Context: an optimization exercise on an open-source flow, tuned for small area, a short achievable clock period and few clock cycles per item. The choices shown serve that exercise and are no tape-out recipe. In this exercise RTL edits were held to simulation tests only and were not proved equivalent to the original. Power figures rest on the tool's default switching activity, not on a simulated workload.

==> design/flow/design.v <==
package noise_data_pkg;
	localparam int sample_w    = 8;   
	localparam int sum_w       = 14;  
	localparam int sq_sum_w    = 22;  
	localparam int var_w       = 16;  
	localparam int noise_sum_w = 20;  
	typedef struct packed {
		logic [sample_w-1:0] mean;
		logic [var_w-1:0]    variance;
		logic [3:0]          block_index;  
	} block_stat_t;
	typedef struct packed {
		logic [var_w-1:0] noise_level;
		logic [4:0]       block_count;  
	} noise_result_t;
endpackage
package noise_ctrl_pkg;
	localparam int block_samples   = 64;
	localparam int block_log2      = 6;
	localparam int addr_w          = 6;  
	localparam int max_blocks_log2 = 4;  
	typedef enum logic [1:0] {
		idle          = 2'd0,
		read_block    = 2'd1,  
		wait_for_mean = 2'd2,  
		drain         = 2'd3   
	} ctrl_state_t;
	typedef struct packed {
		logic                                bank;
		logic [7:0]                          mean;
		logic [max_blocks_log2-1:0]          block_index;
		logic                                last;  
	} variance_job_t;
endpackage
module noise_estimation_top (
	input  logic        clk,
	input  logic        rst_n,
	input  logic        start_of_frame,
	input  logic [2:0]  blocks_log2,
	input  logic        sample_valid,
	input  logic [7:0]  sample_data,
	output logic        sample_ready,
	output logic        block_stat_valid,
	output logic [27:0] block_stat,    
	output logic        noise_valid,
	output logic [20:0] noise_result   
);
	assign sample_ready = 1'b1;
	logic       v0;       
	logic [7:0] x0;       
	always_ff @(posedge clk or negedge rst_n) begin
		if (!rst_n) v0 <= 1'b0;
		else        v0 <= sample_valid;
	end
	always_ff @(posedge clk)
		x0 <= sample_valid ? sample_data : 8'd0;
	logic [5:0]  cnt;       
	logic        sof_q;     
	logic        blk_last;  
	logic        clr;
	logic [13:0] s_acc;     
	logic [13:0] s_next;
	logic [19:0] qs, qc;    
	logic [19:0] qs_g, qc_g;
	logic [19:0] qs_n, qc_n;
	assign blk_last = v0 && (&cnt);
	assign clr      = blk_last || sof_q;
	always_ff @(posedge clk or negedge rst_n) begin
		if (!rst_n) begin
			cnt   <= '0;
			sof_q <= 1'b0;
		end else begin
			sof_q <= start_of_frame;
			if (v0) cnt <= cnt + 1'b1;
		end
	end
	assign qs_g   = qs;
	assign qc_g   = qc;
	logic [13:0] sap, sag;
	assign sap = s_acc ^ {6'd0, x0};
	assign sag = s_acc & {6'd0, x0};
	logic sa1g, sa1p;
	assign sa1g = sag[1] | (sap[1] & sag[0]);
	assign sa1p = sap[1] & sap[0];
	logic sa2g, sa2p;
	assign sa2g = sag[3] | (sap[3] & sag[2]);
	assign sa2p = sap[3] & sap[2];
	logic sa3g, sa3p;
	assign sa3g = sag[5] | (sap[5] & sag[4]);
	assign sa3p = sap[5] & sap[4];
	logic sa4g, sa4p;
	assign sa4g = sag[7] | (sap[7] & sag[6]);
	assign sa4p = sap[7] & sap[6];
	logic sa5g, sa5p;
	assign sa5g = sag[9] | (sap[9] & sag[8]);
	assign sa5p = sap[9] & sap[8];
	logic sa6g, sa6p;
	assign sa6g = sag[11] | (sap[11] & sag[10]);
	assign sa6p = sap[11] & sap[10];
	logic sa7g, sa7p;
	assign sa7g = sag[13] | (sap[13] & sag[12]);
	assign sa7p = sap[13] & sap[12];
	logic sa8g, sa8p;
	assign sa8g = sa2g | (sa2p & sa1g);
	assign sa8p = sa2p & sa1p;
	logic sa9g, sa9p;
	assign sa9g = sa4g | (sa4p & sa3g);
	assign sa9p = sa4p & sa3p;
	logic sa10g, sa10p;
	assign sa10g = sa6g | (sa6p & sa5g);
	assign sa10p = sa6p & sa5p;
	logic sa11g, sa11p;
	assign sa11g = sa9g | (sa9p & sa8g);
	assign sa11p = sa9p & sa8p;
	logic sa12g, sa12p;
	assign sa12g = sa10g | (sa10p & sa11g);
	assign sa12p = sa10p & sa11p;
	logic sa13g, sa13p;
	assign sa13g = sa3g | (sa3p & sa8g);
	assign sa13p = sa3p & sa8p;
	logic sa14g, sa14p;
	assign sa14g = sa5g | (sa5p & sa11g);
	assign sa14p = sa5p & sa11p;
	logic sa15g, sa15p;
	assign sa15g = sa7g | (sa7p & sa12g);
	assign sa15p = sa7p & sa12p;
	logic sa16g, sa16p;
	assign sa16g = sag[2] | (sap[2] & sa1g);
	assign sa16p = sap[2] & sa1p;
	logic sa17g, sa17p;
	assign sa17g = sag[4] | (sap[4] & sa8g);
	assign sa17p = sap[4] & sa8p;
	logic sa18g, sa18p;
	assign sa18g = sag[6] | (sap[6] & sa13g);
	assign sa18p = sap[6] & sa13p;
	logic sa19g, sa19p;
	assign sa19g = sag[8] | (sap[8] & sa11g);
	assign sa19p = sap[8] & sa11p;
	logic sa20g, sa20p;
	assign sa20g = sag[10] | (sap[10] & sa14g);
	assign sa20p = sap[10] & sa14p;
	logic sa21g, sa21p;
	assign sa21g = sag[12] | (sap[12] & sa12g);
	assign sa21p = sap[12] & sa12p;
	assign s_next[0] = sap[0];
	assign s_next[1] = sap[1] ^ sag[0];
	assign s_next[2] = sap[2] ^ sa1g;
	assign s_next[3] = sap[3] ^ sa16g;
	assign s_next[4] = sap[4] ^ sa8g;
	assign s_next[5] = sap[5] ^ sa17g;
	assign s_next[6] = sap[6] ^ sa13g;
	assign s_next[7] = sap[7] ^ sa18g;
	assign s_next[8] = sap[8] ^ sa11g;
	assign s_next[9] = sap[9] ^ sa19g;
	assign s_next[10] = sap[10] ^ sa14g;
	assign s_next[11] = sap[11] ^ sa20g;
	assign s_next[12] = sap[12] ^ sa12g;
	assign s_next[13] = sap[13] ^ sa21g;
	logic cs0;
	logic cs1;
	logic cs2;
	logic cs3;
	logic cs4;
	logic cs5;
	logic cs6;
	logic cs7;
	logic cs8;
	logic cs9;
	logic cs10;
	logic cs11;
	logic cs12;
	logic cs13;
	logic cs14;
	logic cs15;
	logic cs16;
	logic cs17;
	logic cs18;
	logic cs19;
	logic cs20;
	logic cs21;
	logic cs22;
	logic cs23;
	logic cs24;
	logic cs25;
	logic cs26;
	logic cs27;
	logic cs28;
	logic cs29;
	logic cs30;
	logic cs31;
	logic cs32;
	logic cs33;
	logic cs34;
	logic cs35;
	logic cs36;
	logic cs37;
	logic cs38;
	logic cs39;
	logic cs40;
	logic cs41;
	logic cs42;
	logic cs43;
	logic cs44;
	logic cs45;
	logic cs46;
	logic cs47;
	logic cs48;
	logic cs49;
	logic cs50;
	logic cs51;
	logic cs52;
	logic cs53;
	logic cs54;
	logic cs55;
	logic cs56;
	logic cs57;
	logic cs58;
	logic cs59;
	logic cs60;
	logic cs61;
	logic cs62;
	logic cs63;
	logic cs64;
	logic cs65;
	logic cs66;
	logic cs67;
	logic cs68;
	logic cs69;
	logic cs70;
	logic cs71;
	logic cs72;
	logic cs73;
	logic cs74;
	logic cs75;
	logic cs76;
	logic cs77;
	logic cs78;
	logic cs79;
	logic cs80;
	logic cs81;
	logic cs82;
	logic cs83;
	logic cs84;
	logic cs85;
	logic cs86;
	logic cs87;
	logic cs88;
	logic cs89;
	logic cs90;
	logic cs91;
	logic cs92;
	logic cs93;
	assign cs0 = qs_g[5] ^ qc_g[5];
	assign cs1 = qs_g[5] & qc_g[5];
	assign {cs3, cs2} = {1'b0, qs_g[6]} + {1'b0, qc_g[6]} + {1'b0, (x0[0] & x0[5])};
	assign {cs5, cs4} = {1'b0, qs_g[7]} + {1'b0, qc_g[7]} + {1'b0, (x0[0] & x0[6])};
	assign cs6 = (x0[1] & x0[5]) ^ (x0[2] & x0[4]);
	assign cs7 = (x0[1] & x0[5]) & (x0[2] & x0[4]);
	assign {cs9, cs8} = {1'b0, qs_g[8]} + {1'b0, qc_g[8]} + {1'b0, (x0[0] & x0[7])};
	assign {cs11, cs10} = {1'b0, (x0[1] & x0[6])} + {1'b0, (x0[2] & x0[5])} + {1'b0, (x0[4] & ~x0[3])};
	assign {cs13, cs12} = {1'b0, qs_g[9]} + {1'b0, qc_g[9]} + {1'b0, (x0[1] & x0[7])};
	assign {cs15, cs14} = {1'b0, (x0[2] & x0[6])} + {1'b0, (x0[3] & x0[5])} + {1'b0, (x0[4] & x0[3])};
	assign {cs17, cs16} = {1'b0, qs_g[10]} + {1'b0, qc_g[10]} + {1'b0, (x0[2] & x0[7])};
	assign cs18 = (x0[3] & x0[6]) ^ (x0[5] & ~x0[4]);
	assign cs19 = (x0[3] & x0[6]) & (x0[5] & ~x0[4]);
	assign {cs21, cs20} = {1'b0, qs_g[11]} + {1'b0, qc_g[11]} + {1'b0, (x0[3] & x0[7])};
	assign cs22 = (x0[4] & x0[6]) ^ (x0[5] & x0[4]);
	assign cs23 = (x0[4] & x0[6]) & (x0[5] & x0[4]);
	assign {cs25, cs24} = {1'b0, qs_g[12]} + {1'b0, qc_g[12]} + {1'b0, (x0[4] & x0[7])};
	assign cs26 = qs_g[13] ^ qc_g[13];
	assign cs27 = qs_g[13] & qc_g[13];
	assign cs28 = qs_g[3] ^ qc_g[3];
	assign cs29 = qs_g[3] & qc_g[3];
	assign {cs31, cs30} = {1'b0, qs_g[4]} + {1'b0, qc_g[4]} + {1'b0, (x0[0] & x0[3])};
	assign {cs33, cs32} = {1'b0, cs0} + {1'b0, (x0[0] & x0[4])} + {1'b0, (x0[1] & x0[3])};
	assign {cs35, cs34} = {1'b0, cs1} + {1'b0, cs2} + {1'b0, (x0[1] & x0[4])};
	assign {cs37, cs36} = {1'b0, cs3} + {1'b0, cs4} + {1'b0, cs6};
	assign {cs39, cs38} = {1'b0, cs5} + {1'b0, cs7} + {1'b0, cs8};
	assign {cs41, cs40} = {1'b0, cs9} + {1'b0, cs11} + {1'b0, cs12};
	assign {cs43, cs42} = {1'b0, cs13} + {1'b0, cs15} + {1'b0, cs16};
	assign {cs45, cs44} = {1'b0, cs17} + {1'b0, cs19} + {1'b0, cs20};
	assign {cs47, cs46} = {1'b0, cs21} + {1'b0, cs23} + {1'b0, cs24};
	assign {cs49, cs48} = {1'b0, cs25} + {1'b0, cs26} + {1'b0, (x0[5] & x0[7])};
	assign {cs51, cs50} = {1'b0, cs27} + {1'b0, qs_g[14]} + {1'b0, qc_g[14]};
	assign cs52 = qs_g[15] ^ qc_g[15];
	assign cs53 = qs_g[15] & qc_g[15];
	assign {cs55, cs54} = {1'b0, qs_g[0]} + {1'b0, qc_g[0]} + {1'b0, x0[0]};
	assign {cs57, cs56} = {1'b0, qs_g[1]} + {1'b0, qc_g[1]} + {1'b0, cs55};
	assign {cs59, cs58} = {1'b0, qs_g[2]} + {1'b0, qc_g[2]} + {1'b0, (x0[1] & ~x0[0])};
	assign {cs61, cs60} = {1'b0, cs28} + {1'b0, (x0[0] & x0[2])} + {1'b0, (x0[1] & x0[0])};
	assign {cs63, cs62} = {1'b0, cs29} + {1'b0, cs30} + {1'b0, (x0[2] & ~x0[1])};
	assign {cs65, cs64} = {1'b0, cs31} + {1'b0, cs32} + {1'b0, (x0[2] & x0[1])};
	assign {cs67, cs66} = {1'b0, cs33} + {1'b0, cs34} + {1'b0, (x0[3] & ~x0[2])};
	assign {cs69, cs68} = {1'b0, cs35} + {1'b0, cs36} + {1'b0, (x0[3] & x0[2])};
	assign {cs71, cs70} = {1'b0, cs37} + {1'b0, cs38} + {1'b0, cs10};
	assign {cs73, cs72} = {1'b0, cs39} + {1'b0, cs40} + {1'b0, cs14};
	assign {cs75, cs74} = {1'b0, cs41} + {1'b0, cs42} + {1'b0, cs18};
	assign {cs77, cs76} = {1'b0, cs43} + {1'b0, cs44} + {1'b0, cs22};
	assign {cs79, cs78} = {1'b0, cs45} + {1'b0, cs46} + {1'b0, (x0[6] & ~x0[5])};
	assign {cs81, cs80} = {1'b0, cs47} + {1'b0, cs48} + {1'b0, (x0[6] & x0[5])};
	assign {cs83, cs82} = {1'b0, cs49} + {1'b0, cs50} + {1'b0, (x0[7] & ~x0[6])};
	assign {cs85, cs84} = {1'b0, cs51} + {1'b0, cs52} + {1'b0, (x0[7] & x0[6])};
	assign {cs87, cs86} = {1'b0, cs53} + {1'b0, qs_g[16]} + {1'b0, qc_g[16]};
	assign {cs89, cs88} = {1'b0, qs_g[17]} + {1'b0, qc_g[17]} + {1'b0, cs87};
	assign {cs91, cs90} = {1'b0, qs_g[18]} + {1'b0, qc_g[18]} + {1'b0, cs89};
	assign {cs93, cs92} = {1'b0, qs_g[19]} + {1'b0, qc_g[19]} + {1'b0, cs91};
	assign qs_n = {cs92, cs90, cs88, cs85, cs83, cs81, cs79, cs77, cs75, cs73, cs71, cs69, cs67, cs65, cs63, cs61, cs59, cs57, cs56, cs54};
	assign qc_n = {1'b0, 1'b0, 1'b0, cs86, cs84, cs82, cs80, cs78, cs76, cs74, cs72, cs70, cs68, cs66, cs64, cs62, cs60, cs58, 1'b0, 1'b0};
	always_ff @(posedge clk) begin
		s_acc <= clr ? 14'd0 : s_next;
		qs    <= clr ? 20'd0 : qs_n;
		qc    <= clr ? 20'd0 : qc_n;
	end
	logic [7:0]  mean_q;
	logic [5:0]  rem_q;     
	logic [4:0]  ph;
	logic        ic;        
	logic        pin;       
	logic        cin;
	logic        rbits, mbits;
	logic [3:0]  mh, ml;    
	logic        me;
	logic [7:0]  mpp;
	logic [4:0]  mlw, mht;
	logic        prod;      
	logic        c1, c2;    
	logic        t1, d;     
	logic        dfill;
	logic [19:0] dq;        
	logic [19:0] cq;        
	logic        bv;        
	logic [2:0]  mi;
	logic [7:0]  mrot;
	logic        prod_q;
	logic        pin_q;
	assign rbits = (ph >= 5'd2) && (ph <= 5'd5);
	assign mbits = (ph >= 5'd6) && (ph <= 5'd13);
	assign mi    = ph[2:0];
	assign cin   = (ph == 5'd6) ? rem_q[1] : ic;
	assign mrot  = {mean_q[1:0], mean_q[7:2]};  
	assign pin   = blk_last ? s_next[0] : ((rbits & rem_q[1]) | (mbits & (mrot[mi] ^ cin)));
	assign mpp  = pin_q ? mean_q : 8'd0;
	logic [4:0]  mlc, mhc;    
	assign mlc[0] = 1'b0;
	assign mhc[0] = me;
	for (genvar i = 0; i < 4; i++) begin : g_mrip
		assign {mlc[i+1], mlw[i]} = {1'b0, ml[i]} + {1'b0, mpp[i]} + {1'b0, mlc[i]};
		assign {mhc[i+1], mht[i]} = {1'b0, mh[i]} + {1'b0, mpp[i+4]} + {1'b0, mhc[i]};
	end
	assign mlw[4] = mlc[4];
	assign mht[4] = mhc[4];
	assign prod = mlw[0];
	logic        c1n, c2n;
	assign {c1n, t1} = {1'b0, dq[0]} + {1'b0, cq[0]} + {1'b0, c1};
	assign {c2n, d}  = {1'b0, t1} + {1'b0, ~prod_q} + {1'b0, c2};
	assign dfill = d & (ph >= 5'd2) & (ph <= 5'd21);  
	always_ff @(posedge clk or negedge rst_n) begin
		if (!rst_n) begin
			ph     <= 5'd0;
			bv     <= 1'b0;
			prod_q <= 1'b0;
			mh     <= '0;
			ml     <= '0;
			me     <= 1'b0;
		end else begin
			prod_q <= prod;
			mh     <= mht[4:1];
			ml     <= {mht[0] ^ mlw[4], mlw[3:1]};
			me     <= mht[0] & mlw[4];
			bv <= (ph == 5'd21);
			if (blk_last)          ph <= 5'd2;
			else if (ph != 5'd0)   ph <= ph + 1'b1;
		end
	end
	always_ff @(posedge clk) begin
		if (blk_last)
			mean_q <= s_next[13:6];
		rem_q <= ({6{blk_last}} & s_next[5:0]) | {1'b0, rem_q[5:1]};
		ic <= mbits & mrot[mi] & cin;
		pin_q <= pin;
		dq <= ({20{blk_last}} & qs_n) | {dfill, dq[19:1]};
		cq <= ({20{blk_last}} & qc_n) | {1'b0, cq[19:1]};
		if (blk_last) begin
			c1 <= 1'b0;
			c2 <= 1'b1;
		end else begin
			c1 <= c1n;
			c2 <= c2n;
		end
	end
	logic [3:0]  idx;
	logic [4:0]  bc;        
	logic        last;
	logic        nv;
	logic [17:0] nsum;
	logic        nact;
	logic        nstart, nend;
	logic        ncy;
	logic        abit, nbit;
	logic [1:0]  nadd;
	assign last = bc[0] | (bc[1] & idx[0]) | (bc[2] & (&idx[1:0]))
	            | (bc[3] & (&idx[2:0])) | (bc[4] & (&idx));
	assign nstart = |(bc & {ph == 5'd8,  ph == 5'd7,  ph == 5'd6,  ph == 5'd5,  ph == 5'd4});
	assign nend   = |(bc & {ph == 5'd25, ph == 5'd24, ph == 5'd23, ph == 5'd22, ph == 5'd21});
	assign abit   = d & (ph >= 5'd8) & (ph <= 5'd21);
	assign nbit   = nsum[0] & (idx != 4'd0);
	assign nadd   = {1'b0, abit} + {1'b0, nbit} + {1'b0, ncy};
	always_ff @(posedge clk or negedge rst_n) begin
		if (!rst_n) begin
			idx  <= '0;
			nv   <= 1'b0;
			nact <= 1'b0;
		end else begin
			nv <= nact && nend && last;
			if (nstart)            nact <= 1'b1;
			else if (nend)         nact <= 1'b0;
			if (start_of_frame)    idx  <= '0;
			else if (nact && nend && !last)
			                       idx  <= idx + 1'b1;  
		end
	end
	always_ff @(posedge clk) begin
		bc <= 5'd1 << blocks_log2;
		if (blk_last)
			ncy <= 1'b0;
		else if (nstart || nact) begin
			ncy  <= nadd[1];
			nsum <= {nadd[0], nsum[17:1]};
		end
	end
	assign block_stat_valid = bv;
	assign block_stat       = {mean_q, 2'b00, dq[19:6], idx};
	assign noise_valid      = nv;
	assign noise_result     = {2'b00, nsum[17:4], bc};
endmodule
==> design/flow/flow/run.sh <==
#!/bin/bash
# The standard layout (standard.sh: the ORFS flow and synthesis, unchanged) with three
# settings the flow's own config cannot express:
#  - ports buffered with a plain buffer instead of the slow delay cell buffer_ports picks;
#  - clock tree built without dummy loads, from a strong root buffer;
set -euo pipefail
export BUFFER_PORTS_ARGS="-buffer_cell sky130_fd_sc_hd__buf_1"
export CTS_ARGS="-sink_clustering_enable -repair_clock_nets -dont_use_dummy_load -root_buf sky130_fd_sc_hd__clkbuf_16 -buf_list {sky130_fd_sc_hd__clkbuf_8}"
export SETUP_SLACK_MARGIN=5.3
bash standard.sh > standard.log 2>&1
==> design/flow/standard.sh <==
#!/bin/bash
# synth_recipe.tcl (not shown) runs the flow's synth.tcl, then flattens the netlist and writes it again
# the make line also repeats each setting of config.mk as NAME=value (left out here)
make -C /OpenROAD-flow-scripts/flow DESIGN_CONFIG=/design/flow/config.mk WORK_HOME=/design/flow/orfs CLKGATE_MAP_FILE= SYNTH_SCRIPT=/design/flow/synth_recipe.tcl "${@:-finish}"
==> design/flow/config.mk <==
export PLATFORM = sky130hd
export DESIGN_NAME = noise_estimation_top
export DESIGN_NICKNAME = noise_estimation_top
export VERILOG_FILES = /design/flow/design.v
export SDC_FILE = /design/flow/constraint.sdc
export NUM_CORES = 4
export LEC_CHECK = 0
export CAP_MARGIN = 20
export CORE_MARGIN = 2
export CORE_UTILIZATION = 60
export CTS_BUF_LIST = sky130_fd_sc_hd__clkbuf_4 sky130_fd_sc_hd__clkbuf_8
export SLEW_MARGIN = 20
==> design/flow/constraint.sdc <==
create_clock -name core_clock -period 8.0 [get_ports {clk}]
set_input_delay 1.6000 -clock core_clock [delete_from_list [all_inputs] [get_ports {clk}]]
set_output_delay 1.6000 -clock core_clock [all_outputs]
set_load 0.01 [all_outputs]
==> impl_metrics.toml <==
[synthesis]
synth_xor_area_share_pct = 2.178
synthFlopType = "dfxtp_1"
synthAdderAreaFrac_pct = 18.91
synth_edf_count = 26
syn-cell-area_sq_mm = 0.007238
synthTopCellsByArea = "dfxtp_1 30%, fa_1 14%, edfxtp_1 11%, dfrtp_1 10%, ha_1 5.4%"
syn_area_per_cell_sq_um = 11.67
ys_seq_area_share_pct = 51.31
syn_inst = 620
synth-seq-cells = 165
synth-async-reset-ratio_pct = 18.18
synth_top_family_by_area = "adder cells"
synth_cell_type_count = 49
synthSimpleGateAreaFrac_pct = 11.51
synth_compound_gate_area_share_pct = 6.534
synth_mux_area_share_pct = 1.573
synth_top_area_share_pct = 30.15
ys_warn_count = 1
synth_top_area_cell = "dfxtp_1"

[cells_and_area]
layout_commonest_cell = "dfxtp_1"
fin_area_sq_mm = 0.007632
nets = 754
diodes = 0
syn2layout_area_growth_pct = 5.445
drive_gt1_share_pct = 4.566
final_util_pct = 64.08
final_cell_mix = "107 x dfxtp_1, 69 x inv_1, 60 x buf_1"

[timing]
period_share_pct = 32.46
finalSetupTns_ps = 0
finalSetupViolCount = 0
skew_ps = 27.99
finalCriticalPeriod_ps = 2597
slew_headroom_pct = 47.80
hold_violations = 0
slew_violations = 0
rsz0062_at_grt = "no"
worst_pin_slew_ps = 782.2
max_freq_mhz = 385.0

[critical_path]
slowest_delay_ps = 470
endpoint_kind = "primary output"
critPathSlowestCell = "edfxtp_1"
crit_type = "reg -> out"
required_ps = 6400
path_cells = "buf_1"
startpoint_type = "flop"
cp.arrival_ps = 1000
critPathTopFamily = "flip-flops"
crit_path_max_fanout = 3
critPathBufInv = 1
rrSetupSlack_ps = 5480

[die]
die_area_sq_mm = 0.01296
core_area_sq_mm = 0.01191
num_io_pins = 67
num_rows = 40
die_h_microns = 113.8
die_width_microns = 113.8
initial_core_util_pct = 60.77

[cts]
numCtsBuffers = 17
cts.reportedPaths.clkPinSlew_ps = 90
htree_num_levels = 4
cts_setup_buffers = 0
cts_tree = "done"
insertion_delay_ps = 370
cts.sinks = 165
root_buffer = "clkbuf_16"
clockBufferDepth = 2

[place]
gp_congestion = 0.8246
portBuffers = 61
dp_hpwl_mm = 8.795
place_area_sq_mm = 0.007385

[hold_path]
hp-class = "reg -> reg"

[routing]
wl_per_cell_microns = 15.05
wl_mm = 12.10
vias = 4105
viasPerCell = 5.106
ant_nets = 0
drt_iter0_markers = 177
drc = 0
dr.pass1.iters = 5

[power_and_ir_drop]
vdd_drop_max_uv = 161.7
p_leak_nw = 3.230
p_per_area_mw_per_mm2 = 280.9
total_power_mw = 2.144

[global_routing]
grt_start_max_net_pins = 34
grt_usage_pct = 20.79
grt_pass1_vias = 4314
grt-ovfl-total = 0
grt_pass1_wl_mm = 20.66
antenna_found_initial = 0

[job]
maxCapViolCount = 0

[status]
status = "finished clean"
-- worst register-to-register path: stages, from the launching register on --
cell and delay, ps:
edfxtp_1 440, and2_1 190, ha_1 200, fa_1 420
fa_1 440, fa_1 410, ha_1 280
-- cell usage after synthesis, types with 3 or more instances --
master	instances
nand2b_1	8
mux2i_1	4
edfxtp_1	26
o21ai_0	9
dfxtp_1	109
buf_4	33
xnor2_1	8
a21oi_1	4
ha_1	31
nor3_1	5
a22oi_1	3
dfrtp_1	30
fa_1	49
clkbuf_1	13
nor3b_1	4
nand2_1	28
xor2_1	10
nor2_1	51
nand4_1	3
o21bai_1	26
a21o_1	11
and2_1	49
inv_1	69
nor2b_1	3
nand3_1	5
-- power breakdown --
part           internal (mW)  switching (mW)  total (mW)  leakage (nW)
Combinational          0.230           0.282       0.512          1.58
Clock                  0.201           0.247       0.448         0.127
Sequential              1.06           0.128        1.18          1.52
Total                   1.49           0.657        2.14          3.23
-- per-layer routing --
layer,track usage (%),vias to the layer above,part of all wire [%]
met5,0,-,0
met2,34.13,76,49
met3,5.473,8,3.7
li1,-,2004,-
met4,5.691,0,0.96
met1,27.68,2017,47
-- registers in the layout, summed over array words and instances, names as in the netlist, 4 cells and up --
register / flops
rem_q: 5
x0: 8
dq: 20
bc: 5
mean_q: 8
ml: 4
qc: 15
qs: 20
cq: 17
idx: 4
s_acc: 14
cnt: 6
ph: 5
mh: 4
nsum: 18
-- final timing paths --
| check | start | end | cells past startpoint |
|---|---|---|---|
| worst max-delay path | mean_q[4] | block_stat[24] | 1 |
| worst min-delay path | cq[2] | cq[1] | 0 |
| max in group asynchronous | rst_n | cnt[4] | 1 |
| worst min register to register | cq[2] | cq[1] | 0 |
| worst max register to register | mean_q[0] | ml[3] | 6 |
| min in group asynchronous | rst_n | ml[2] | 1 |
-- per-stage QoR --
step                      instances  hold slack (ps)  setup slack (ps)
after floorplan                 623            309.6              5454
after global placement          787            312.1              5485
after detailed placement        787            312.1              5403
after CTS                       804            337.5              5375
after global routing            804            347.1              5350
final                           804            334.4              5403
-- cell families after synthesis --
| family | count (synthesis) |
|---|---|
| AO/OA/AOI/OAI | 66 |
| XOR/XNOR | 18 |
| adder cells (fa/ha/maj) | 80 |
| buffers and inverters | 117 |
| flip-flops | 165 |
| multiplexers | 8 |
| other | 2 |
| AND/OR/NAND/NOR | 164 |
-- repair_timing --
item / in CTS / in global routing
resized for setup: 0 / 3
hold buffers: 0 / 0
setup endpoints to repair: 0 / 7
-- final cells by class --
class                      count  area [sq um]
clock buffer                  17         245.2
fill                        1000          4279
inverter                      69         259.0
multi-input combinational    341          2968
sequential                   165          3716
tap                          147         183.9
timing repair buffer          65         260.3
Testbench counts, summed over its fixed seeds: cycles 38,461, samples 36,864.

==> afterwards: timing with drivers on the ports <==
How much do the figures lean on ideal ports? The routed layout below was timed once more, with nothing changed but the port constraints. Step 1, drivers: a clkbuf_16 drives clk and a buf_2 each remaining input, both assumed. Step 2 moves the port delays by t, midway between the first and last clock arrival at a register: inputs arrive t later, outputs are due t later. That takes back most of the time a late clock gives input paths. Slacks: ideal ports / drivers / drivers and shift; pairs: ideal ports / drivers.
t, ns: 0.398
setup slack, ns: 5.403 / 5.362 / 5.483
worst hold slack (ns): 0.334 / 0.334 / 0.334
worst setup path after step 2: register to register
latest minus earliest clock arrival (ns): 0.029 / 0.028
After both steps setup and hold are still met in this run. For this run, drivers alone change the setup slack by -0.041 ns; drivers and shift together by +0.080 ns.
